Background: an optimization exercise with open tools, aiming at small area, a short achievable clock period and few clock cycles. Do not read the settings as production practice.
Where RTL was checked, it was by simulation tests only, not by an equivalence proof against the original.
No activity file was given, so power comes from the tool's default toggle rates.

## buffet_top
module buffet_top (
    input  logic                  clk,
    input  logic                  nreset_i,
    input  logic                  push_valid_i,
    input  buffet_pkg::data_t     push_data_i,
    input  logic                  credit_req_i,
    output logic                  credit_valid_o,
    output buffet_pkg::count_t    credit_o,
    input  logic                  read_valid_i,
    input  buffet_pkg::read_req_t read_req_i,
    output logic                  read_ready_o,
    output logic                  read_data_valid_o,
    output buffet_pkg::data_t     read_data_o,
    input  logic                  read_data_ready_i,
    input  logic                  update_valid_i,
    input  buffet_pkg::idx_t      update_offset_i,
    input  buffet_pkg::data_t     update_data_i
);
For scale: roughly 1900 cells after synthesis, ~700 flip-flops, ~120 I/O pins, ~0.028 mm^2 of cells after synthesis.
export LEC_CHECK = 0
export ABC_CLOCK_PERIOD_IN_PS = 2200
export CAP_MARGIN = 20
export CORE_MARGIN = 2
export CORE_UTILIZATION = 60
export CTS_CLUSTER_DIAMETER = 80
export CTS_CLUSTER_SIZE = 24
export SETUP_SLACK_MARGIN = 2.2
export SLEW_MARGIN = 20
create_clock -name core_clock -period 4.4 [get_ports {clk}]
standard.sh (not shown) runs the stock make flow with config.mk's settings and CLKGATE_MAP_FILE= SYNTH_SCRIPT=/design/flow/synth_recipe.tcl, a recipe that flattens the netlist after the stock synthesis.
==> flow/flow/run.sh <==
#!/bin/bash
# The standard layout, with three changes to how it is made: adders
# are left to ABC as plain gates (no full/half adder cells), sizing may
# change a cell's footprint, and the port buffers are buf_4 cells.
# make's output goes to make.log; each ORFS step keeps its own log under
# orfs/logs
set -euo pipefail
bash standard.sh ADDER_MAP_FILE= MATCH_CELL_FOOTPRINT=0 \
    "BUFFER_PORTS_ARGS=-buffer_cell sky130_fd_sc_hd__buf_4" finish > make.log 2>&1
Then changed:
--- a/flow/design.v
+++ b/flow/design.v
@@ -97,14 +97,13 @@
     output buffet_pkg::idx_t     wu_idx0_o,
     output buffet_pkg::idx_t     wu_idx1_o,
     output logic [1:0]           wu_next_o,
     output logic [1:0]           wu_sel_o,
     output logic [1:0]           wu_retire_o,
     output logic                 wu_room_o,
-    output logic [buffet_pkg::DEPTH-1:0] ram_wr_row_o,
-    output buffet_pkg::data_t    ram_wr_data_o
+    output buffet_pkg::wr_port_t ram_wr_o
 );
     logic [1:0] v_q;
     logic [1:0] arr_q;
     logic old_q;
     buffet_pkg::idx_t idx_q [2];
     buffet_pkg::data_t data_q [2];
@@ -164,30 +163,21 @@
     assign wu_idx0_o = idx_q[0];
     assign wu_idx1_o = idx_q[1];
     assign wu_next_o = nxt;
     assign wu_sel_o = sel;
     assign wu_retire_o = retire;
     assign wu_room_o = !(v_q[0] && v_q[1]);
-    logic [buffet_pkg::DEPTH-1:0] push_row;
-    logic [buffet_pkg::DEPTH-1:0] row0;
-    logic [buffet_pkg::DEPTH-1:0] row1;
     always_comb begin
-        for (int r = 0; r < buffet_pkg::DEPTH; r++) begin
-            push_row[r] = (push_wr_i.idx == buffet_pkg::idx_t'(r));
-            row0[r] = (idx_q[0] == buffet_pkg::idx_t'(r));
-            row1[r] = (idx_q[1] == buffet_pkg::idx_t'(r));
-            if (push_wr_i.en) begin
-                ram_wr_row_o[r] = push_row[r];
-            end else if (arr_q[0]) begin
-                ram_wr_row_o[r] = row0[r];
-            end else begin
-                ram_wr_row_o[r] = arr_q[1] && row1[r];
-            end
+        if (push_wr_i.en) begin
+            ram_wr_o = push_wr_i;
+        end else begin
+            ram_wr_o.en = |arr_q;
+            ram_wr_o.idx = arr_q[0] ? idx_q[0] : idx_q[1];
+            ram_wr_o.data = arr_q[0] ? data_q[0] : data_q[1];
         end
     end
-    assign ram_wr_data_o = push_wr_i.en ? push_wr_i.data : (arr_q[0] ? data_q[0] : data_q[1]);
 endmodule
 `timescale 1ns/1ps
 module buffet_read_ctrl #(
     parameter int QD = 3
 ) (
     input  logic                  clk,
@@ -318,13 +308,13 @@
             b1_a[i] = valid_ext[i+1] ? e_b1_gone[i+1] : e_b1_gone[QD];
         end
     end
     always_ff @(posedge clk or negedge nreset_i) begin
         if (!nreset_i) begin
             q_v_q <= '0;
-            ready_q <= 1'b0;
+            ready_q <= 1'b1;
         end else if (issue) begin
             q_v_q <= v_a;
             ready_q <= !v_a[QD-1];
         end else begin
             q_v_q <= v_b;
             ready_q <= !v_b[QD-1];
@@ -366,22 +356,21 @@
         read_data_o <= ram_rd_data_i | (ram_wr_data_i & {buffet_pkg::DATA_W{byp}});
     end
 endmodule
 `timescale 1ns/1ps
 module buffet_data_ram (
     input  logic                 clk,
-    input  logic [buffet_pkg::DEPTH-1:0] wr_row_i,
-    input  buffet_pkg::data_t    wr_data_i,
+    input  buffet_pkg::wr_port_t wr_i,
     input  logic [buffet_pkg::DEPTH-1:0] rd_sel_i,
     output buffet_pkg::data_t    rd_data_o
 );
     logic [buffet_pkg::DEPTH-1:0][buffet_pkg::DATA_W-1:0] mem;
     always_ff @(posedge clk) begin
         for (int r = 0; r < buffet_pkg::DEPTH; r++) begin
-            if (wr_row_i[r]) begin
-                mem[r] <= wr_data_i;
+            if (wr_i.en && wr_i.idx == buffet_pkg::idx_t'(r)) begin
+                mem[r] <= wr_i.data;
             end
         end
     end
     always_comb begin
         rd_data_o = '0;
         for (int r = 0; r < buffet_pkg::DEPTH; r++) begin
@@ -424,14 +413,13 @@
     logic [1:0] wu_retire;
     logic wu_room;
     buffet_pkg::idx_t ram_rd_idx;
     logic [buffet_pkg::DEPTH-1:0] ram_rd_sel;
     buffet_pkg::data_t ram_rd_data;
     buffet_pkg::wr_port_t push_wr;
-    logic [buffet_pkg::DEPTH-1:0] ram_wr_row;
-    buffet_pkg::data_t ram_wr_data;
+    buffet_pkg::wr_port_t ram_wr;
     buffet_window u_window (
         .clk             (clk),
         .nreset_i        (nreset_i),
         .push_valid_i    (push_valid_i),
         .credit_req_i    (credit_req_i),
         .shrink_i        (shrink),
@@ -463,14 +451,13 @@
         .wu_idx0_o       (wu_idx0),
         .wu_idx1_o       (wu_idx1),
         .wu_next_o       (wu_next),
         .wu_sel_o        (wu_sel),
         .wu_retire_o     (wu_retire),
         .wu_room_o       (wu_room),
-        .ram_wr_row_o    (ram_wr_row),
-        .ram_wr_data_o   (ram_wr_data)
+        .ram_wr_o        (ram_wr)
     );
     buffet_read_ctrl u_read_ctrl (
         .clk               (clk),
         .nreset_i          (nreset_i),
         .read_valid_i      (read_valid_i),
         .read_req_i        (read_req_i),
@@ -484,25 +471,24 @@
         .wu_idx0_i         (wu_idx0),
         .wu_idx1_i         (wu_idx1),
         .wu_next_i         (wu_next),
         .wu_sel_i          (wu_sel),
         .wu_retire_i       (wu_retire),
         .wu_room_i         (wu_room),
-        .ram_wr_data_i     (ram_wr_data),
+        .ram_wr_data_i     (ram_wr.data),
         .read_ready_o      (read_ready_o),
         .shrink_o          (shrink),
         .shrink_amount_o   (shrink_amount),
         .alloc_o           (alloc),
         .ram_rd_idx_o      (ram_rd_idx),
         .ram_rd_sel_o      (ram_rd_sel),
         .ram_rd_data_i     (ram_rd_data),
         .read_data_valid_o (read_data_valid_o),
         .read_data_o       (read_data_o)
     );
     buffet_data_ram u_ram (
         .clk         (clk),
-        .wr_row_i    (ram_wr_row),
-        .wr_data_i   (ram_wr_data),
+        .wr_i        (ram_wr),
         .rd_sel_i    (ram_rd_sel),
         .rd_data_o   (ram_rd_data)
     );
 endmodule
The new run completed with no timing, DRC or antenna violations.
Wire length shrinks by about 2.4%.
Worst setup slack is better by 0.065 ns.
Via count went down by 3.8%.
Design area falls by about 1.8%.
Core utilization drops by 0.66 points.
First-iteration DRC count fell by 7.0%.
Combinational power is lower by about 2%.
Sequential cell count stays the same.
Die area is lower by about 1.6%.
Testbench counts after the change, summed over its fixed seeds: cycles 9,660.
Function not checked in the first run of this note: the RTL went through the layout flow alone.

afterwards: timing with drivers on the ports:
How much do the figures lean on ideal ports? The routed layouts below were timed once more, with nothing changed but the port constraints. Step 1 (the two cells are an assumption about what drives the block):
set clk [get_ports {clk}]
set_driving_cell -lib_cell sky130_fd_sc_hd__clkbuf_16 $clk
set_driving_cell -lib_cell sky130_fd_sc_hd__buf_2 [delete_from_list [all_inputs] $clk]
Step 2, shift: input delay + t, output delay - t, t = (earliest + latest rising clock arrival at the registers) / 2. This alone moves slack from input paths to output paths. a / b / c = no drivers / after step 1 / after step 2; a / b = the first two.
| run | t (ns) | setup WS [ns] | worst setup path at the end |
|---|---|---|---|
| the first run | 0.625 | 2.105 / 2.105 / 1.574 | input to register |
| the second run | 0.640 | 2.170 / 2.170 / 1.579 | input to register |
After both steps setup and hold are still met in every run listed. For the second run, which loses most, drivers alone change the setup slack by 0.000 ns; drivers and shift together by -0.591 ns.
